Source: an optimization exercise on an open RTL-to-GDS flow (aim: small area, a short achievable clock period and few clock cycles per item). Production flows keep margins and buffers that such runs may drop.
Only simulation tests tie the RTL to the original design; equivalence was not proved.
Power is estimated from default activity; no workload was simulated.

==> flow/design.v <==
`default_nettype none
package sawt_pkg;
  localparam int SEQ_W  = 24;
  localparam int SESS_W = 8;
  localparam int MASK_W = 64;
  localparam int STS_W  = 3;
  typedef enum logic [1:0] {
    OP_INCOMING = 2'd0,
    OP_OUTGOING = 2'd1,
    OP_NOACK    = 2'd2,
    OP_CLEAR    = 2'd3
  } op_t;
  typedef enum logic [STS_W-1:0] {
    STS_OK          = 3'd0,
    STS_BAD_SESSION = 3'd1,
    STS_BAD_SEQ     = 3'd2,
    STS_FATAL_GAP   = 3'd3,
    STS_NOT_CONN    = 3'd4,
    STS_TABLE_FULL  = 3'd5
  } sts_t;
  localparam logic KIND_STATUS = 1'b0;
  localparam logic KIND_NOTE   = 1'b1;
  typedef enum logic [2:0] {
    S_IDLE,
    S_SCAN,
    S_CMP,
    S_NOTE,
    S_STATUS
  } state_t;
  typedef struct packed {
    logic             seq_ok;
    logic             any;
    logic [SEQ_W-1:0] last;
  } rxw_stat_t;
  function automatic logic [SEQ_W:0] inc25(input logic [SEQ_W:0] a);
    logic [SEQ_W:0] c;
    logic [SEQ_W:0] t;
    c = a;
    for (int l = 0; l < 5; l++) begin
      t = c;
      for (int i = 0; i <= SEQ_W; i++) begin
        if (i >= (1 << l)) begin
          c[i] = t[i] & t[i - (1 << l)];
        end
      end
    end
    inc25[0] = !a[0];
    for (int i = 1; i <= SEQ_W; i++) begin
      inc25[i] = a[i] ^ c[i-1];
    end
  endfunction
  function automatic logic ge25(input logic [SEQ_W:0] a, input logic [SEQ_W:0] b);
    logic [31:0] gt;
    logic [31:0] ge;
    gt = '0;
    ge = '1;
    for (int i = 0; i <= SEQ_W; i++) begin
      gt[i] = a[i] & ~b[i];
      ge[i] = a[i] | ~b[i];
    end
    for (int l = 0; l < 5; l++) begin
      for (int k = 0; k < (16 >> l); k++) begin
        gt[k] = gt[2*k+1] | (ge[2*k+1] & gt[2*k]);
        ge[k] = gt[2*k+1] | (ge[2*k+1] & ge[2*k]);
      end
    end
    ge25 = ge[0];
  endfunction
  function automatic logic ge8(input logic [7:0] a, input logic [7:0] b,
                               input logic strict);
    logic [7:0] gt;
    logic [7:0] ge;
    for (int i = 0; i < 8; i++) begin
      gt[i] = a[i] & ~b[i];
      ge[i] = a[i] | ~b[i];
    end
    for (int l = 0; l < 3; l++) begin
      for (int k = 0; k < (4 >> l); k++) begin
        gt[k] = gt[2*k+1] | (ge[2*k+1] & gt[2*k]);
        ge[k] = gt[2*k+1] | (ge[2*k+1] & ge[2*k]);
      end
    end
    ge8 = strict ? gt[0] : ge[0];
  endfunction
  function automatic logic win25(input logic [SEQ_W:0] h, input logic [SEQ_W:0] p,
                                 input int K, input logic strict);
    logic eq0;
    logic eq1;
    logic lge;
    logic [7:0] hl;
    logic [7:0] pl;
    eq0 = 1'b1;
    eq1 = 1'b1;
    for (int i = K; i <= SEQ_W; i++) begin
      eq0 = eq0 & (h[i] == p[i]);
      if (i == K) begin
        eq1 = eq1 & ~(h[i] ^ ~p[i]);
      end else begin
        eq1 = eq1 & ((h[i] ^ ~p[i]) == (h[i-1] | ~p[i-1]));
      end
    end
    hl = '0;
    pl = '0;
    for (int i = 0; i < K; i++) begin
      hl[i] = h[i];
      pl[i] = p[i];
    end
    lge   = ge8(hl, pl, strict);
    win25 = (eq0 & lge) | (eq1 & ~lge);
  endfunction
  function automatic logic [6:0] add7(input logic [6:0] x, input logic [6:0] y,
                                      input logic cin);
    logic [6:0] g;
    logic [6:0] p;
    logic [6:0] t;
    logic [6:0] h;
    g = x & y;
    h = x ^ y;
    p = h;
    g[0] = g[0] | (p[0] & cin);
    for (int l = 0; l < 3; l++) begin
      t = g;
      for (int i = 0; i < 7; i++) begin
        if (i >= (1 << l)) begin
          g[i] = t[i] | (p[i] & t[i - (1 << l)]);
        end
      end
      t = p;
      for (int i = 0; i < 7; i++) begin
        if (i >= (1 << l)) begin
          p[i] = t[i] & t[i - (1 << l)];
        end
      end
    end
    add7[0] = h[0] ^ cin;
    for (int i = 1; i < 7; i++) begin
      add7[i] = h[i] ^ g[i-1];
    end
  endfunction
endpackage
`default_nettype wire
`default_nettype none
module sawt_ram #(
  parameter int WIDTH = 24,
  parameter int DEPTH = 32
) (
  input  wire logic                     clk,
  input  wire logic                     we,
  input  wire logic [DEPTH-1:0]         wsel,
  input  wire logic [WIDTH-1:0]         wdata,
  input  wire logic [WIDTH-1:0]         key,
  output logic      [DEPTH-1:0]         match
);
  logic [WIDTH-1:0] mem_r [DEPTH];
  always_ff @(posedge clk) begin
    for (int i = 0; i < DEPTH; i++) begin
      if (we && wsel[i]) begin
        mem_r[i] <= wdata;
      end
    end
  end
  always_comb begin
    for (int i = 0; i < DEPTH; i++) begin
      match[i] = (we && wsel[i]) ? (wdata == key) : (mem_r[i] == key);
    end
  end
endmodule
`default_nettype wire
`default_nettype none
module sawt_add25 (
  input  wire logic [24:0] a,
  input  wire logic [24:0] b,
  input  wire logic        cin,
  output logic      [24:0] sum,
  output logic             cout
);
  logic [24:0] g, p;
  logic [24:0] gl [6];
  logic [24:0] pl [6];
  always_comb begin
    g = a & b;
    p = a ^ b;
    gl[0] = g;
    pl[0] = p;
    gl[0][0] = g[0] | (p[0] & cin);
    for (int l = 0; l < 5; l++) begin
      for (int i = 0; i < 25; i++) begin
        if (i >= (1 << l)) begin
          gl[l+1][i] = gl[l][i] | (pl[l][i] & gl[l][i - (1 << l)]);
          pl[l+1][i] = pl[l][i] & pl[l][i - (1 << l)];
        end else begin
          gl[l+1][i] = gl[l][i];
          pl[l+1][i] = pl[l][i];
        end
      end
    end
    sum[0] = p[0] ^ cin;
    for (int i = 1; i < 25; i++) begin
      sum[i] = p[i] ^ gl[5][i-1];
    end
    cout = gl[5][24];
  end
endmodule
`default_nettype wire
`default_nettype none
module seq_ack_window_tracker #(
  parameter int ACK_WIDTH    = 64,
  parameter int FLIGHT_DEPTH = 32,
  parameter int RX_WINDOW    = 128
) (
  input  wire logic                          clk,
  input  wire logic                          rst_n,
  input  wire logic                          cfg_wr_en,
  input  wire logic [sawt_pkg::SESS_W-1:0]   cfg_wr_data,
  input  wire logic                          in_valid,
  output logic                               in_stall,
  input  wire logic [1:0]                    in_operation,
  input  wire logic [sawt_pkg::SESS_W-1:0]   in_hdr_session,
  input  wire logic [sawt_pkg::SEQ_W-1:0]    in_hdr_seq,
  input  wire logic                          in_hdr_ack_valid,
  input  wire logic [sawt_pkg::SEQ_W-1:0]    in_hdr_highest_ack,
  input  wire logic [sawt_pkg::MASK_W-1:0]   in_hdr_ack_mask,
  output logic                               out_valid,
  input  wire logic                          out_stall,
  output logic                               out_kind,
  output logic [sawt_pkg::STS_W-1:0]         out_status,
  output logic [sawt_pkg::SEQ_W-1:0]         out_seq,
  output logic                               out_acked,
  output logic                               out_rx_seq_valid,
  output logic [sawt_pkg::SEQ_W-1:0]         out_rx_seq,
  output logic [sawt_pkg::MASK_W-1:0]        out_rx_bitmap,
  output logic                               out_connected,
  output logic                               out_last
);
  localparam int SW = sawt_pkg::SEQ_W;
  localparam int ND = FLIGHT_DEPTH;
  localparam int AW = $clog2(ACK_WIDTH);
  logic [sawt_pkg::SESS_W-1:0] session_r;
  logic            inq_v;
  logic [1:0]      inq_op;
  logic            inq_sok;
  logic [SW-1:0]   inq_seq;
  logic            inq_ackv;
  logic [SW-1:0]   inq_high;
  logic [ACK_WIDTH-1:0] inq_mask;
  logic            q_rx_ok;      
  logic            q_span_ok;    
  logic            q_fatal;
  logic [SW-1:0]   last_r;
  logic            any_r;
  logic [ACK_WIDTH-1:0] bits_r;
  logic [SW-1:0]   tx_last_r;    
  logic            tx_any_r;
  logic            wr_r;         
  logic [ND-1:0]   wr_sel_r;
  logic [SW:0]     pstart_r;     
  logic            link_r;
  logic [ND-1:0]   used_r;
  logic [ND-1:0]   noack_r;
  logic            p2_v;
  logic            p2_walk;
  logic [2:0]      p2_sts;
  logic            p2_rx;
  logic            p2_full;
  logic [SW-1:0]   p2_cur;
  logic [SW-1:0]   key_r;        
  logic [AW-1:0]   p2_cnt;
  logic [ACK_WIDTH-1:0] p2_mask;
  logic            p2_bupd;
  logic            p2_bclr;
  logic            p2_shz;
  logic [AW-1:0]   p2_sh;
  logic [ND-1:0]   m_r;          
  logic            out_valid_r;
  logic            out_kind_r;
  logic [2:0]      out_status_r;
  logic [SW-1:0]   out_seq_r;
  logic            out_acked_r;
  logic            out_rxv_r;
  logic [SW-1:0]   out_rxs_r;
  logic [ACK_WIDTH-1:0] out_rxb_r;
  logic            out_conn_r;
  logic            st_r;         
  logic            s_v;          
  logic            s_kind;
  logic [2:0]      s_status;
  logic [SW-1:0]   s_seq;
  logic            s_acked;
  logic            s_rxv;
  logic [SW-1:0]   s_rxs;
  logic            s_rxb;
  logic            s_conn;
  logic [SW:0]   in_seq_x;
  logic          a_ok, b_ok, c_ok;
  always_comb begin
    in_seq_x = {1'b0, in_hdr_seq};
    c_ok     = (in_hdr_seq[SW-1:7] == '0);
    a_ok     = any_r ? sawt_pkg::win25(in_seq_x, {1'b0, last_r}, 7, 1'b1) : c_ok;
    b_ok     = sawt_pkg::win25(in_seq_x, {1'b0, inq_seq}, 7, 1'b1);
  end
  logic [SW:0] hx;
  logic        sa_ok, sb_ok;
  logic        sa_w, sb_w, sc_w;
  always_comb begin
    hx    = {1'b0, in_hdr_highest_ack};
    sa_ok = sawt_pkg::ge25(hx, pstart_r);
    sb_ok = !sawt_pkg::ge25({1'b0, inq_high}, hx);
    sa_w  = sawt_pkg::win25(hx, pstart_r, AW, 1'b0);
    sb_w  = sawt_pkg::win25(hx, {1'b0, inq_high}, AW, 1'b1);
    sc_w  = (in_hdr_highest_ack[SW-1:AW] == '0);
  end
  function automatic logic [SW:0] fullnext(input logic [SW:0] ps);
    logic [SW:0] inc;
    inc      = sawt_pkg::inc25({6'b0, ps[SW-1:5]});
    fullnext = (ps[SW-1:0] == 24'hFFFFE0) ? {1'b1, 24'h0} :
               {1'b0, inc[SW-6:0], ps[4:0]};
  endfunction
  logic [6:0] p1_sh;
  logic [6:0] p1_cnt;
  always_comb begin
    p1_sh  = sawt_pkg::add7(inq_seq[6:0], any_r ? ~last_r[6:0] : 7'd0, 1'b1);
    p1_cnt = sawt_pkg::add7(inq_high[6:0], ~pstart_r[6:0], 1'b1);
  end
  logic          free_found;
  logic [ND-1:0] free_oh;
  always_comb begin
    logic seen;
    seen = 1'b0;
    for (int i = 0; i < ND; i++) begin
      free_oh[i] = !used_r[i] && !seen;
      seen       = seen || !used_r[i];
    end
    free_found = seen;
  end
  logic d_upd, d_ackset, d_fatal, d_walk, d_alloc, d_full, d_clr, d_noack;
  always_comb begin
    d_upd    = (inq_op == sawt_pkg::OP_INCOMING) && inq_sok && q_rx_ok;
    d_ackset = d_upd && inq_ackv && !q_fatal;
    d_fatal  = d_upd && inq_ackv && q_fatal;
    d_walk   = d_ackset && q_span_ok;
    d_alloc  = (inq_op == sawt_pkg::OP_OUTGOING) && link_r && free_found;
    d_full   = (inq_op == sawt_pkg::OP_OUTGOING) && link_r && !free_found;
    d_clr    = (inq_op == sawt_pkg::OP_CLEAR);
    d_noack  = (inq_op == sawt_pkg::OP_NOACK);
  end
  logic          out_free;
  logic          p2_step;
  logic [ND-1:0] hit;
  logic [ND-1:0] hit_oh;
  logic          hit_any, hit_nack, emit_note;
  always_comb begin
    logic seen;
    hit  = m_r;
    seen = 1'b0;
    for (int i = 0; i < ND; i++) begin
      hit_oh[i] = hit[i] && !seen;
      seen      = seen || hit[i];
    end
    hit_any   = seen;
    hit_nack  = |(hit_oh & noack_r);
    emit_note = hit_any && !hit_nack;
  end
  assign out_free = !out_valid_r || !out_stall;
  assign p2_step  = p2_v && !s_v;
  logic p1_go, acc;
  assign p1_go    = inq_v && (!p2_v || (p2_step && !p2_walk));
  assign in_stall = st_r;
  assign acc      = !in_stall;
  logic          p2_emit;
  logic          w_kind;
  logic [2:0]    w_status;
  logic [SW-1:0] w_seq;
  logic          w_acked;
  logic          w_rxv;
  logic [SW-1:0] w_rxs;
  logic          w_rxb;
  always_comb begin
    p2_emit  = p2_step && (!p2_walk || emit_note);
    w_kind   = p2_walk;
    w_status = p2_walk ? sawt_pkg::STS_OK : p2_sts;
    w_seq    = (p2_walk || p2_rx) ? p2_cur : '0;
    w_acked  = p2_walk && !p2_full && p2_mask[p2_cnt];
    w_rxv    = !p2_walk && p2_rx && any_r;
    w_rxs    = (!p2_walk && p2_rx && any_r) ? last_r : '0;
    w_rxb    = !p2_walk && p2_rx;
  end
  logic [ND-1:0] match;
  sawt_ram #(.WIDTH(SW), .DEPTH(ND)) u_flight (
    .clk  (clk),
    .we   (wr_r),
    .wsel (wr_sel_r),
    .wdata(tx_last_r),
    .key  (key_r),
    .match(match)
  );
  logic [SW:0]   high_inc, txv_inc, key_inc, pst_inc;
  logic [SW-1:0] txn;            
  assign high_inc = sawt_pkg::inc25({1'b0, inq_high});
  assign txv_inc  = sawt_pkg::inc25({1'b0, tx_last_r});
  assign key_inc  = sawt_pkg::inc25({1'b0, key_r});
  assign pst_inc  = sawt_pkg::inc25({1'b0, pstart_r[SW-1:0]});
  assign txn      = tx_any_r ? txv_inc[SW-1:0] : '0;
  logic inq_v_nxt, p2_v_nxt, p2_walk_nxt, s_v_nxt;
  logic inq_out_nxt, full_pred;
  always_comb begin
    inq_v_nxt   = acc ? in_valid : (inq_v && !p1_go);
    inq_out_nxt = acc ? (in_operation == sawt_pkg::OP_OUTGOING) :
                        (inq_op == sawt_pkg::OP_OUTGOING);
    full_pred   = &(used_r | (free_oh & {ND{p1_go && d_alloc}}));
    p2_v_nxt    = p2_v;
    p2_walk_nxt = p2_walk;
    if (p2_step) begin
      if (!p2_walk) begin
        p2_v_nxt = 1'b0;
      end else if (p2_cnt == '0) begin
        p2_walk_nxt = 1'b0;
      end
    end
    if (p1_go) begin
      p2_v_nxt    = 1'b1;
      p2_walk_nxt = d_walk || d_full;
    end
    s_v_nxt = s_v ? out_stall : (p2_emit && !out_free);
  end
  always_ff @(posedge clk) begin
    if (!rst_n) begin
      session_r   <= '0;
      inq_v       <= 1'b0;
      last_r      <= '0;
      any_r       <= 1'b0;
      bits_r      <= '1;
      tx_any_r    <= 1'b0;
      wr_r        <= 1'b0;
      pstart_r    <= '0;
      link_r      <= 1'b1;
      used_r      <= '0;
      noack_r     <= '0;
      p2_v        <= 1'b0;
      p2_walk     <= 1'b0;
      p2_bupd     <= 1'b0;
      out_valid_r <= 1'b0;
      st_r        <= 1'b0;
      s_v         <= 1'b0;
    end else begin
      if (cfg_wr_en) begin
        session_r <= cfg_wr_data;
      end
      inq_v       <= inq_v_nxt;
      wr_r        <= p1_go && d_alloc;
      p2_v        <= p2_v_nxt;
      p2_walk     <= p2_walk_nxt;
      s_v         <= s_v_nxt;
      st_r        <= inq_v_nxt && ((p2_v_nxt && (p2_walk_nxt || s_v_nxt)) ||
                                   (inq_out_nxt && full_pred));
      if (s_v || p2_emit) begin
        if (out_free) begin
          out_valid_r <= 1'b1;
        end
      end else if (out_free) begin
        out_valid_r <= 1'b0;
      end
      if (p2_step) begin
        if (p2_bupd) begin
          p2_bupd <= 1'b0;
          if (p2_bclr) begin
            bits_r <= '1;
          end else begin
            bits_r    <= p2_shz ? '0 : (bits_r << p2_sh);
            bits_r[0] <= 1'b1;
          end
        end
        if (p2_walk && emit_note) begin
          used_r <= used_r & ~hit_oh;
        end
      end
      if (p1_go) begin
        p2_bupd <= d_upd || d_clr;
        if (d_upd) begin
          last_r <= inq_seq;
          any_r  <= 1'b1;
        end
        if (d_ackset) begin
          pstart_r <= high_inc;
        end
        if (d_fatal || d_full) begin
          link_r <= 1'b0;
        end
        if (d_full) begin
          pstart_r <= fullnext(pstart_r);
        end
        if (d_alloc) begin
          tx_last_r <= txn;
          tx_any_r  <= 1'b1;
          used_r  <= used_r | free_oh;
          noack_r <= noack_r & ~free_oh;
        end
        if (d_noack) begin
          noack_r <= noack_r | used_r;
        end
        if (d_clr) begin
          last_r   <= '0;
          any_r    <= 1'b0;
          tx_any_r <= 1'b0;
          pstart_r <= '0;
          link_r   <= 1'b1;
          used_r   <= '0;
          noack_r  <= '0;
        end
      end
    end
  end
  always_ff @(posedge clk) begin
    if (acc) begin
      inq_op   <= in_operation;
      inq_seq  <= in_hdr_seq;
      inq_ackv <= in_hdr_ack_valid;
      inq_high <= in_hdr_highest_ack;
      inq_mask <= in_hdr_ack_mask;
      inq_sok  <= (in_hdr_session == session_r);
      if (p1_go && d_upd) begin
        q_rx_ok <= b_ok;
      end else if (p1_go && d_clr) begin
        q_rx_ok <= c_ok;
      end else begin
        q_rx_ok <= a_ok;
      end
      if (p1_go && d_ackset) begin
        q_span_ok <= sb_ok;
        q_fatal   <= sb_ok && !sb_w;
      end else if (p1_go && d_clr) begin
        q_span_ok <= 1'b1;
        q_fatal   <= !sc_w;
      end else begin
        q_span_ok <= sa_ok;
        q_fatal   <= sa_ok && !sa_w;
      end
    end
    if (p1_go) begin
      p2_bclr <= d_clr;
      p2_sh   <= p1_sh[AW-1:0];
      p2_shz  <= p1_sh[6] || (p1_sh == '0);
      p2_sts  <= sawt_pkg::STS_OK;
      p2_rx   <= d_alloc;
      p2_full <= d_full;
      p2_cur  <= d_alloc ? txn : pstart_r[SW-1:0];
      p2_cnt  <= d_full ? AW'(ND - 1) : p1_cnt[AW-1:0];
      p2_mask <= inq_mask;
      m_r     <= match & used_r;
      case (inq_op)
        sawt_pkg::OP_INCOMING: begin
          if (!inq_sok) begin
            p2_sts <= sawt_pkg::STS_BAD_SESSION;
          end else if (!q_rx_ok) begin
            p2_sts <= sawt_pkg::STS_BAD_SEQ;
          end else if (inq_ackv && q_fatal) begin
            p2_sts <= sawt_pkg::STS_FATAL_GAP;
          end
        end
        sawt_pkg::OP_OUTGOING: begin
          if (!link_r) begin
            p2_sts <= sawt_pkg::STS_NOT_CONN;
          end else if (!free_found) begin
            p2_sts <= sawt_pkg::STS_TABLE_FULL;
          end
        end
        default: begin
        end
      endcase
    end else if (p2_step && p2_walk) begin
      p2_cur <= key_r;
      p2_cnt <= p2_cnt - AW'(1);
      m_r    <= match & used_r;
    end
    if (p1_go) begin
      wr_sel_r <= free_oh;
    end
    if (p2_walk_nxt) begin
      if (p1_go) begin
        key_r <= pst_inc[SW-1:0];
      end else if (p2_step) begin
        key_r <= key_inc[SW-1:0];
      end
    end else if (p1_go && d_ackset) begin
      key_r <= high_inc[SW-1:0];
    end else if (p1_go && d_clr) begin
      key_r <= '0;
    end else begin
      key_r <= pstart_r[SW-1:0];
    end
    if (out_free) begin
      if (s_v) begin
        out_kind_r   <= s_kind;
        out_status_r <= s_status;
        out_seq_r    <= s_seq;
        out_acked_r  <= s_acked;
        out_rxv_r    <= s_rxv;
        out_rxs_r    <= s_rxs;
        out_rxb_r    <= s_rxb ? bits_r : '0;
        out_conn_r   <= s_conn;
      end else begin
        out_kind_r   <= w_kind;
        out_status_r <= w_status;
        out_seq_r    <= w_seq;
        out_acked_r  <= w_acked;
        out_rxv_r    <= w_rxv;
        out_rxs_r    <= w_rxs;
        out_rxb_r    <= w_rxb ? bits_r : '0;
        out_conn_r   <= link_r;
      end
    end else if (!s_v) begin
      s_kind   <= w_kind;
      s_status <= w_status;
      s_seq    <= w_seq;
      s_acked  <= w_acked;
      s_rxv    <= w_rxv;
      s_rxs    <= w_rxs;
      s_rxb    <= w_rxb;
      s_conn   <= link_r;
    end
  end
  assign out_valid        = out_valid_r;
  assign out_kind         = out_kind_r;
  assign out_status       = out_status_r;
  assign out_seq          = out_seq_r;
  assign out_acked        = out_acked_r;
  assign out_rx_seq_valid = out_rxv_r;
  assign out_rx_seq       = out_rxs_r;
  assign out_rx_bitmap    = out_rxb_r;
  assign out_connected    = out_conn_r;
  assign out_last         = !out_kind_r;
endmodule
`default_nettype wire
==> flow/run.sh <==
#!/bin/bash
# synth_recipe.tcl (not shown) runs the flow's synth.tcl, then flattens the netlist and writes it again
# the make line also repeats each setting of config.mk as NAME=value (left out here)
make -C /OpenROAD-flow-scripts/flow DESIGN_CONFIG=/design/flow/config.mk WORK_HOME=/design/flow/orfs CLKGATE_MAP_FILE= SYNTH_SCRIPT=/design/flow/synth_recipe.tcl finish
==> flow/config.mk <==
export PLATFORM = sky130hd
export DESIGN_NAME = seq_ack_window_tracker
export DESIGN_NICKNAME = seq_ack_window_tracker
export VERILOG_FILES = /design/flow/design.v
export SDC_FILE = /design/flow/constraint.sdc
export NUM_CORES = 4
export LEC_CHECK = 0
export CAP_MARGIN = 20
export CORE_MARGIN = 2
export CORE_UTILIZATION = 58
export CTS_CLUSTER_DIAMETER = 100
export CTS_CLUSTER_SIZE = 24
export SETUP_SLACK_MARGIN = 4.3
export SLEW_MARGIN = 20
==> flow/constraint.sdc <==
create_clock -name core_clock -period 7.0 [get_ports {clk}]
set_input_delay 1.4000 -clock core_clock [delete_from_list [all_inputs] [get_ports {clk}]]
set_output_delay 1.4000 -clock core_clock [all_outputs]
set_load 0.01 [all_outputs]
==> results.py, run 1 <==
metrics = {
    "global_routing": {
        "grt_usage_pct": 34.4,
        "grt.overflow.total": 0,
        "antenna_found_initial": 16,
        "grt_max_degree": 73,
        "grt_pass1_wl_um": 305000,
        "grt_pass1_vias": 43700,
    },
    "clock_tree": {
        "clkLatencyLatePin_ns": 0.71,
        "htree_levels": 3,
        "clockBufferDepth": 3,
        "cts_buffers": 72,
        "cts.sinks": 1476,
        "clk_pin_slew_ns": 0.10,
        "cts_tree": "done",
        "cts_root_buf": "clkbuf_16",
    },
    "sta": {
        "slew_headroom_pct": 18.2,
        "finalMaxSlewViolations": 0,
        "worst_pin_slew_ns": 1.22,
        "skew_ns": 0.0426,
        "fmax_mhz": 356,
        "layout_min_cycle_time_ns": 2.81,
        "setup_viol": 0,
        "rsz0062_at_grt": "true",
        "hold_viol": 0,
        "fin_crit_sh_pct": 40.1,
        "tns_ns": 0,
    },
    "setup_path": {
        "worstRegToRegCells": 9,
        "crit_required_ns": 7.47,
        "crit_path_max_fanout": 2,
        "r2r_slack_ns": 4.21,
        "cp_slowest_cell": "fa_2",
        "crit_path_start_kind": "input pin",
        "crit_path_end_kind": "flip-flop",
        "critPathArrivalTime_ns": 3.27,
        "r2r-end": "q_fatal",
        "crit_path_max_incr_delay_ns": 0.38,
        "r2r-start": "pstart_r[23]",
        "crit_chain": "buf_12 > clkinv_8 > ha_4 > inv_2 > fa_2 > o21ai_2 > a21oi_1 > o31a_1 > a2111oi_4 > o211ai_1 > o21ai_1 > o22ai_1",
        "crit_type": "input pin to flip-flop",
    },
    "worst_hold_path": {
        "worstHoldPathCells": 0,
        "hold_start": "inq_mask[9]",
        "hold_end": "p2_mask[9]",
        "hold_path.class": "flip-flop to flip-flop",
    },
    "synth": {
        "ys_warn_count": 3,
        "yosysTopAreaCellShare_pct": 55.3,
        "synth_ff_type": "edfxtp_1",
        "synthDistinctLibCells": 84,
        "synth-edff-count": 1281,
        "yosysSeqAreaShare_pct": 60.9,
        "synth_area_sq_um": 69500,
        "synth_area_leader_cell": "edfxtp_1",
        "syn_inst": 5398,
        "ys_seq_elements": 1476,
        "synth_area_per_cell_sq_um": 12.9,
        "synthArstFlopShare_pct": 0,
        "synth_nets": 5679,
        "yosys-top-cells-area": "edfxtp_1 (55%), xor2_1 (9.6%), dfxtp_1 (5.6%)",
    },
    "power_and_ir_drop": {
        "pwr-share-seq_pct": 58.8,
        "clkPwrFrac_pct": 29.2,
        "p_sw_mw": 4.19,
        "switching_share_pct": 25.2,
        "peakVddDrop_mv": 0.297,
        "p_int_mw": 12.5,
        "leakage_nw": 28.6,
        "combPwrFrac_pct": 12.0,
        "p_total_mw": 16.7,
        "power_density_nw_per_um2": 212,
    },
    "route": {
        "ant_nets": 0,
        "vias": 46900,
        "drc": 0,
        "wl_per_cell_um": 29.9,
        "vias_per_cell": 6.41,
        "drt_iter0_drc": 6056,
        "firstDrtPassIters": 6,
        "wirelength_um": 219000,
    },
    "floorplan": {
        "pin_count": 258,
        "dieArea_sq_um": 123000,
        "coreArea_sq_um": 119000,
        "row_count": 127,
        "start_util_pct": 58.2,
        "fp.dieW_um": 350,
        "die_y_um": 350,
    },
    "place": {
        "hpwl_um": 127000,
        "port_buffers": 257,
        "routabilityCongestion": 0.928,
    },
    "flow_run": {
        "cap_violations": 0,
    },
    "cells_and_area": {
        "area_growth_pct": 13.2,
        "drive_gt1_share_pct": 16.2,
        "nFillCells": 8952,
        "nNetsFinal": 5944,
    },
    "status": {
        "status": "timing/DRC/antenna clean",
    },
}
-- stage by stage --
step	hold WS (ns)	cells	setup slack, ns	area, sq um	util [%]
2_1_floorplan	0.400	5398	2.73	69700	-
3_3_place_gp	0.400	7072	2.34	74000	61.9
3_5_place_dp	0.405	7072	2.25	74000	61.9
4_1_cts	0.425	7262	4.22	77300	64.7
5_1_grt	0.434	7321	4.14	78700	65.9
6_report	0.424	7323	4.19	78700	65.9
-- layer usage --
metal	vias up	wire [um]	part of all wire, %	track usage (%)
li1	20300	-	-	-
met1	23500	86700	40	48.8
met2	2763	100000	46	54.1
met3	432	23000	11	5.91
met4	10	8470	3.9	11.9
met5	-	68	0.031	0
-- critical path, delay by kind of cell --
kind	cells	cell delay [ns]
AO/OA/AOI/OAI	7	1.19
adder cells (fa/ha/maj)	2	0.49
buffers and inverters	3	0.18
-- worst max path at each step --
stage / depth (start not counted) / slack [ns] / to / from
floorplan: 2 / 2.73 / out_acked_r / out_stall
global placement: 5 / 2.34 / out_rxb_r[63] / out_stall
detailed placement: 5 / 2.25 / out_rxb_r[60] / out_stall
CTS: 12 / 4.22 / q_fatal / in_hdr_highest_ack[18]
global route: 12 / 4.14 / q_fatal / in_hdr_highest_ack[18]
finish: 12 / 4.19 / q_fatal / in_hdr_highest_ack[18]
-- cell usage in the layout (no fill, tap or decap), drive strengths merged, types with 177 or more instances in the layout --
master,netlist,final
dfxtp,195,195
nand2,289,289
a21oi,178,178
xor2,763,763
xnor2,181,181
edfxtp,1281,1281
nor4,189,189
nor2,279,279
o21ai,177,177
buf,99,361
-- area by class of cell --
| cell class | instances | area [sq um] | area share, % |
|---|---|---|---|
| Tap cell | 1612 | 2020 | 2.56 |
| Antenna cell | 3 | 7.51 | 0.00954 |
| Timing Repair Buffer | 489 | 4490 | 5.71 |
| Multi-Input combinational cell | 3441 | 26800 | 34.1 |
| Sequential cell | 1476 | 42400 | 53.9 |
| Clock buffer | 110 | 2030 | 2.58 |
| Inverter | 180 | 806 | 1.02 |
| Clock inverter | 9 | 97.6 | 0.124 |
| Timing Repair inverter | 3 | 22.5 | 0.0286 |
-- registers in the layout (all words and copies together) (netlist names), 25 cells and up --
register / cells
inq_mask: 64
wr_sel_r: 32
p2_mask: 64
bits_r: 63
pstart_r: 25
m_r: 32
used_r: 32
out_rxb_r: 64
noack_r: 32
u_flight.mem_r: 768
-- synthesized netlist by cell type (42+ instances only) --
| library cell | number |
|---|---|
| clkbuf_1 | 205 |
| o22ai_1 | 50 |
| nor2_1 | 278 |
| nor4_1 | 186 |
| nand2_1 | 289 |
| a21oi_1 | 178 |
| xor2_1 | 763 |
| nand3_1 | 122 |
| o21ai_0 | 152 |
| dfxtp_1 | 195 |
| nand4_1 | 101 |
| ha_1 | 125 |
| edfxtp_1 | 1281 |
| inv_1 | 176 |
| a22o_1 | 53 |
| mux4_2 | 75 |
| nor3_1 | 91 |
| buf_1 | 74 |
| xnor2_1 | 181 |
| a31oi_1 | 43 |
| mux2_2 | 43 |
| mux2i_1 | 79 |
| and2_1 | 74 |
| nor2b_1 | 130 |
| o211ai_1 | 42 |
-- power by group through the flow --
stage	Sequential, mW	Combinational, mW	Clock [mW]
6_report	9.79	2.00	4.87
4_1_cts	9.79	1.92	4.91
2_1_floorplan	9.98	1.09	0
3_3_place_gp	10.0	1.80	0
5_1_grt	9.81	2.10	5.18
3_5_place_dp	10.0	1.82	0
-- logic make-up after synthesis --
group | Yosys count | share of synthesized area [%]
XOR/XNOR | 944 | 11.9
AND/OR/NAND/NOR | 1410 | 10.6
AO/OA/AOI/OAI | 733 | 6.75
multiplexers | 197 | 4.26
buffers and inverters | 484 | 2.66
flip-flops | 1476 | 60.9
adder cells (fa/ha/maj) | 154 | 2.95
-- timing repair --
item / in CTS / in global routing
endpoints found under the setup margin: 673 / 298
gates resized for setup: 963 / 208
pin swaps: 66 / 33
hold buffers: 0 / 0
gates cloned: 6 / 17
buffers inserted: 65 / 41
Testbench counts, summed over its fixed seeds: cycles 11,803, items 8,000.
==> run 2, diff against run 1 <==
--- a/flow/config.mk
+++ b/flow/config.mk
@@ -9,3 +9,3 @@
 export CORE_MARGIN = 2
-export CORE_UTILIZATION = 58
+export CORE_UTILIZATION = 50
 export CTS_CLUSTER_DIAMETER = 100
==> run 2 against run 1 <==
Compared with the run above:
- final area up 1.1%
- register-to-register slack better by 0.04 ns
- routed wire length increased by 4.3%
- die area increased by 16%
- combinational power rose by 3%
- first-iteration DRC count decreased by 7.7%
- synthesized area is the same
- critical path depth shrank 3
- synthesized cell count unchanged
- flip-flop and latch count unchanged
- cell count rose by 2.5%
==> results.py, run 2 <==
metrics = {
    "cells_and_area": {
        "largest_register_ffs": 768,
        "fin_util_pct": 57.7,
        "mostFrequentLayoutCell": "edfxtp_1",
        "final_cell_mix": "edfxtp_1 (1281), xor2_1 (759), nand2_1 (279), nor2_1 (265), nor4_1 (176)",
        "nNetsFinal": 5940,
        "drive_gt1_share_pct": 16.7,
        "regArea_sq_um": 42400,
        "nFillCells": 11200,
        "area_growth_pct": 14.4,
        "multiInputGateArea_sq_um": 26900,
        "max_flop_register": "u_flight.mem_r",
    },
    "clock_tree": {
        "clkLatencyLatePin_ns": 0.72,
        "htree_levels": 3,
        "clockBufferDepth": 3,
        "cts-hold-fix-buffers": 0,
        "cts_buffers": 74,
        "cts.sinks": 1476,
        "cts_root_buf": "clkbuf_16",
        "cts_tree": "done",
        "clk_pin_slew_ns": 0.09,
    },
    "global_routing": {
        "antenna_found_initial": 12,
        "grt_pass1_vias": 43500,
        "grt_pass1_wl_um": 318000,
        "grt_usage_pct": 31.0,
        "grt.overflow.total": 0,
        "grt_max_degree": 114,
    },
    "worst_hold_path": {
        "worstHoldPathCells": 0,
        "hold_path.class": "flip-flop to flip-flop",
        "hold_start": "inq_mask[52]",
        "hold_end": "p2_mask[52]",
    },
    "floorplan": {
        "start_util_pct": 50.5,
        "coreArea_sq_um": 138000,
        "row_count": 136,
        "die_y_um": 377,
        "fp.dieW_um": 377,
        "dieArea_sq_um": 142000,
        "pin_count": 258,
    },
    "sta": {
        "skew_ns": 0.0333,
        "tns_ns": 0,
        "finalMaxSlewViolations": 0,
        "rsz0062_at_grt": "true",
        "worst_pin_slew_ns": 1.11,
        "hold_viol": 0,
        "fmax_mhz": 357,
        "hold_ws_ns": 0.405,
        "fin_crit_sh_pct": 40.0,
        "setup_viol": 0,
        "layout_min_cycle_time_ns": 2.80,
        "slew_headroom_pct": 25.7,
    },
    "setup_path": {
        "crit_path_max_fanout": 6,
        "crit_path_end_kind": "flip-flop",
        "crit_path_start_kind": "input pin",
        "r2r-start": "inq_op[1]",
        "crit_type": "input pin to flip-flop",
        "r2r_slack_ns": 4.25,
        "crit_required_ns": 7.55,
        "r2r-end": "q_fatal",
        "worstRegToRegCells": 9,
        "critPathArrivalTime_ns": 3.35,
    },
    "synth": {
        "yosysTopAreaCellShare_pct": 55.3,
        "synthArstFlopShare_pct": 0,
        "yosysSeqAreaShare_pct": 60.9,
        "ys_warn_count": 3,
        "synth_area_sq_um": 69500,
        "synth_nets": 5679,
        "synth-edff-count": 1281,
        "synth_area_leader_cell": "edfxtp_1",
        "post-synth-top-count-cell": "edfxtp_1",
        "synth_area_per_cell_sq_um": 12.9,
        "synthDistinctLibCells": 84,
        "yosys-top-cells-area": "edfxtp_1 (55%), xor2_1 (9.6%), dfxtp_1 (5.6%)",
        "yosys-top-cells-count": "edfxtp_1 (1281), xor2_1 (763), nand2_1 (289), nor2_1 (278), clkbuf_1 (205)",
        "synth_ff_type": "edfxtp_1",
        "ys_seq_elements": 1476,
        "syn_inst": 5398,
    },
    "route": {
        "ant_nets": 0,
        "wl_per_cell_um": 30.4,
        "drt_iter0_drc": 5587,
        "vias": 46400,
        "drc": 0,
        "vias_per_cell": 6.18,
        "firstDrtPassIters": 5,
        "wirelength_um": 228000,
    },
    "status": {
        "status": "timing/DRC/antenna clean",
    },
    "place": {
        "hpwl_um": 130000,
        "port_buffers": 257,
        "routabilityCongestion": 0.920,
    },
    "flow_run": {
        "cap_violations": 0,
    },
    "power_and_ir_drop": {
        "p_total_mw": 16.9,
        "peakVddDrop_mv": 0.179,
        "leakage_nw": 28.9,
        "power_density_nw_per_um2": 212,
    },
}
-- run 2: cell counts after synthesis --
No cell type changed its count.
-- run 2: what timing repair did --
action / in CTS / in global routing
endpoints found under the setup margin: 490 / 323
gates cloned: 11 / 10
pin swaps: 62 / 79
buffers inserted: 44 / 58
gates resized for setup: 1004 / 305
-- run 2: critical path, stage by stage --
cell and delay (ns):
buf_2 0.19, inv_1 0.12, ha_1 0.22, o21bai_1 0.18, o21ai_0 0.13, a21oi_1 0.08
or4_1 0.48, a211o_1 0.34, o22ai_1 0.21
-- run 2: how the worst max path moves through the flow --
stage,startpoint,end
2_1_floorplan,out_stall,out_acked_r
4_1_cts,out_conn_r,out_connected
6_report,in_hdr_highest_ack[23],q_fatal
5_1_grt,in_operation[0],st_r
3_3_place_gp,in_hdr_highest_ack[21],q_fatal
3_5_place_dp,in_hdr_highest_ack[20],q_fatal
-- run 2: cells by family (layout without fill, tap and decap cells) --
family / Yosys count / after routing / share of synthesized area, %
DFF: 1476 / 1476 / 60.9
adders and majority gates: 154 / 154 / 2.95
AOI/OAI and AO/OA: 733 / 735 / 6.75
and+or+nand+nor: 1410 / 1410 / 10.6
buffers and inverters: 484 / 790 / 2.66
muxes: 197 / 197 / 4.26
other: 0 / 8 / 0
xor gates and xnor gates: 944 / 944 / 11.9
-- run 2: where the power goes --
group	internal [mW]	total [mW]	leakage, nW	switching [mW]
Sequential	9.68	9.80	13.8	0.116
Combinational	0.740	2.05	14.0	1.31
Clock	2.11	5.03	1.07	2.92
-- run 2: stage by stage --
step | setup WS, ns | instances | area [sq um]
6_report | 4.20 | 7508 | 79600
5_1_grt | 4.08 | 7501 | 79600
4_1_cts | 4.18 | 7432 | 77900
3_5_place_dp | 2.68 | 7254 | 74200
3_3_place_gp | 2.66 | 7254 | 74200
2_1_floorplan | 2.73 | 5398 | 69700
-- run 2: cell type report --
type / instances / area share (%)
Inverter: 180 / 1.02
Tap cell: 1794 / 2.82
Clock inverter: 13 / 0.241
Timing Repair Buffer: 484 / 6.17
Antenna cell: 8 / 0.0252
Sequential cell: 1476 / 53.3
Timing Repair inverter: 3 / 0.0283
Clock buffer: 110 / 2.55
Multi-Input combinational cell: 3440 / 33.8
-- run 2: routing by layer --
metal,up-vias,GRT usage [%],part of all wire [%]
met2,2257,49.3,46
li1,20300,-,-
met4,10,9.71,3.8
met5,-,0,0.032
met1,23400,43.7,41
met3,407,5.22,8.9
==> run 3, diff against run 2 <==
--- a/flow/config.mk
+++ b/flow/config.mk
@@ -9,6 +9,6 @@
 export CORE_MARGIN = 2
-export CORE_UTILIZATION = 50
+export CORE_UTILIZATION = 58
 export CTS_CLUSTER_DIAMETER = 100
 export CTS_CLUSTER_SIZE = 24
-export SETUP_SLACK_MARGIN = 4.3
+export SETUP_SLACK_MARGIN = 4.2
 export SLEW_MARGIN = 20
==> run 3 against run 2 <==
Compared with the run above:
- critical path depth is 6 lower
- synthesized area stayed put
- fmax is 1.7% lower
- die area is 14% lower
- critical path type is now flip-flop to output pin
==> results.py, run 3 <==
metrics = {
    "synth": {
        "syn_inst": 5398,
        "yosysSeqAreaShare_pct": 60.9,
        "yosys-top-cells-count": "edfxtp_1 (1281), xor2_1 (763), nand2_1 (289), nor2_1 (278), clkbuf_1 (205)",
        "ys_seq_elements": 1476,
        "post-synth-top-count-cell": "edfxtp_1",
        "synthArstFlopShare_pct": 0,
        "synth_area_per_cell_sq_um": 12.9,
        "yosys-top-cells-area": "edfxtp_1 (55%), xor2_1 (9.6%), dfxtp_1 (5.6%)",
        "synth_area_sq_um": 69500,
        "synth_area_leader_cell": "edfxtp_1",
        "synth_ff_type": "edfxtp_1",
        "yosysTopAreaCellShare_pct": 55.3,
        "synth-edff-count": 1281,
        "synth_nets": 5679,
        "synthDistinctLibCells": 84,
        "ys_warn_count": 3,
    },
    "route": {
        "drc": 0,
        "firstDrtPassIters": 6,
        "wirelength_um": 216000,
        "vias_per_cell": 6.40,
        "ant_nets": 0,
        "wl_per_cell_um": 29.6,
        "drt_iter0_drc": 5458,
        "vias": 46600,
    },
    "worst_hold_path": {
        "hold_end": "p2_mask[61]",
        "hold_start": "inq_mask[61]",
        "hold_path.class": "flip-flop to flip-flop",
        "worstHoldPathCells": 0,
    },
    "global_routing": {
        "grt_use_met1_pct": 48.5,
        "grt.overflow.total": 0,
        "grt_max_degree": 78,
        "grt_pass1_wl_um": 303000,
        "grt_usage_pct": 34.2,
        "top_usage_layer": "met2",
        "use_met2_pct": 53.7,
        "antenna_found_initial": 10,
        "grt_pass1_vias": 43600,
        "met3_usage_pct": 5.46,
    },
    "sta": {
        "fmax_mhz": 351,
        "slew_headroom_pct": 27.4,
        "tns_ns": 0,
        "worst_pin_slew_ns": 1.09,
        "fin_crit_sh_pct": 40.7,
        "skew_ns": 0.0309,
        "setup_viol": 0,
        "setup_ws_ns": 4.15,
        "rsz0062_at_grt": "true",
        "hold_viol": 0,
        "layout_min_cycle_time_ns": 2.85,
        "finalMaxSlewViolations": 0,
    },
    "cells_and_area": {
        "nFillCells": 9004,
        "area_growth_pct": 12.4,
        "final_cell_mix": "edfxtp_1 (1281), xor2_1 (762), nand2_1 (279), nor2_1 (271), xnor2_1 (178)",
        "largest_register_ffs": 768,
        "fin_util_pct": 65.4,
        "mostFrequentLayoutCell": "edfxtp_1",
        "nNetsFinal": 5900,
        "drive_gt1_share_pct": 12.7,
        "stdcell_count": 7280,
        "max_flop_register": "u_flight.mem_r",
    },
    "clock_tree": {
        "cts-hold-fix-buffers": 0,
        "cts_tree": "done",
        "cts_root_buf": "clkbuf_16",
        "clkLatencyLatePin_ns": 0.70,
        "cts_buffers": 73,
        "clockBufferDepth": 3,
        "cts.sinks": 1476,
        "clk_pin_slew_ns": 0.09,
        "htree_levels": 3,
    },
    "place": {
        "port_buffers": 257,
        "hpwl_um": 127000,
        "routabilityCongestion": 0.929,
        "place_ws_ns": 2.58,
        "place_inst": 7072,
    },
    "power_and_ir_drop": {
        "peakVddDrop_mv": 0.270,
        "leakage_nw": 28.2,
        "power_density_nw_per_um2": 213,
        "p_total_mw": 16.7,
    },
    "floorplan": {
        "dieArea_sq_um": 123000,
        "fp.dieW_um": 350,
        "start_util_pct": 58.2,
        "row_count": 127,
        "die_y_um": 350,
        "pin_count": 258,
        "coreArea_sq_um": 119000,
    },
    "setup_path": {
        "r2r-end": "m_r[0]",
        "crit_path_max_fanout": 2,
        "crit_required_ns": 5.60,
        "crit_start": "out_kind_r",
        "cp_slowest_cell": "edfxtp_1",
        "r2r-start": "tx_last_r[10]",
        "crit_path_end_kind": "output pin",
        "crit_path_start_kind": "flip-flop",
        "cp_top_family": "flip-flops",
        "crit_buf_inv": 3,
        "crit_chain": "buf_6 > inv_2 > buf_6",
        "crit_type": "flip-flop to output pin",
        "crit_path_max_incr_delay_ns": 0.47,
        "cpMostUsedCell": "buf_6",
        "critPathArrivalTime_ns": 1.45,
        "r2r_slack_ns": 4.15,
        "worstRegToRegCells": 8,
    },
    "flow_run": {
        "cap_violations": 0,
    },
    "status": {
        "status": "timing/DRC/antenna clean",
    },
}
## run 3: cell counts after synthesis
Identical to the previous run, type by type.
## run 3: worst max path at each step
stage,to,cells after the start
final,out_last,3
after CTS,out_last,3
after global routing,q_fatal,11
after floorplan,out_acked_r,2
after detailed placement,out_rxb_r[16],5
after global placement,out_rxb_r[16],5
## run 3: layout make-up
cell class	count	area [sq um]	share of cell area, %
Multi-Input combinational cell	3440	26300	33.7
Inverter	180	822	1.05
Antenna cell	4	10.0	0.0128
Clock inverter	8	98.8	0.126
Clock buffer	112	2050	2.62
Sequential cell	1476	42400	54.3
Tap cell	1612	2020	2.58
Timing Repair Buffer	445	4430	5.67
Timing Repair inverter	3	15.0	0.0192
## run 3: repair_timing
item,CTS,global route
setup endpoints to repair,535,285
buffers inserted,47,23
pin swaps,49,46
gates resized for setup,577,227
cloned,6,8
## run 3: through the flow
stage	cell area [sq um]	hold slack (ns)
2_1_floorplan	69700	0.400
3_3_place_gp	74000	0.400
3_5_place_dp	74000	0.405
4_1_cts	77400	0.426
5_1_grt	78200	0.432
6_report	78200	0.425
## run 3: logic make-up after synthesis
| logic type | after synthesis | share of synthesized area, % |
|---|---|---|
| XOR/XNOR | 944 | 11.9 |
| flip-flops | 1476 | 60.9 |
| buffers and inverters | 484 | 2.66 |
| adder cells (fa/ha/maj) | 154 | 2.95 |
| multiplexers | 197 | 4.26 |
| AND/OR/NAND/NOR | 1410 | 10.6 |
| AO/OA/AOI/OAI | 733 | 6.75 |
## run 3: worst reg2reg max path, delay by kind of cell (launching register included)
kind | cells | cell delay, ns
AOI/OAI and AO/OA | 1 | 0.49
xor gates and xnor gates | 1 | 0.20
and+or+nand+nor | 4 | 0.87
buffers and inverters | 2 | 0.80
DFF | 1 | 0.36
## run 3: per-layer routing
metal / share of wire [%] / up-vias / wire, um
met4: 4.4 / 4 / 9460
met1: 40 / 23400 / 86300
li1: - / 20200 / -
met3: 9.6 / 444 / 20700
met5: 0.013 / - / 27
met2: 46 / 2595 / 99100
## run 3: report_power, final
| group | internal [mW] | switching, mW |
|---|---|---|
| logic | 0.705 | 1.26 |
| registers | 9.68 | 0.117 |
| clock network | 2.06 | 2.84 |

## what the ideal ports hide
The flow's constraints put no driver on any port. The routed layouts listed below were extracted and timed again, unchanged, in two steps. Step 1 (the two cells are an assumption about what drives the block):
set clk [get_ports {clk}]
set_driving_cell -lib_cell sky130_fd_sc_hd__clkbuf_16 $clk
set_driving_cell -lib_cell sky130_fd_sc_hd__buf_2 [delete_from_list [all_inputs] $clk]
Step 2, shift: input delay + t, output delay - t, t = (earliest + latest rising clock arrival at the registers) / 2. This alone moves slack from input paths to output paths. a / b / c = no drivers / after step 1 / after step 2; a / b = the first two.
run	shift t [ns]	slack for setup (ns)	cell pins on the clock port's net
run 1	0.764	4.194 / 4.188 / 3.460	1
run 2	0.789	4.197 / 4.158 / 3.409	1
run 3	0.764	4.148 / 4.071 / 3.466	1
After both steps every run listed still meets setup and hold. The setup slack of run 2, which loses most, moves by -0.039 ns with the drivers and by -0.788 ns with both steps.
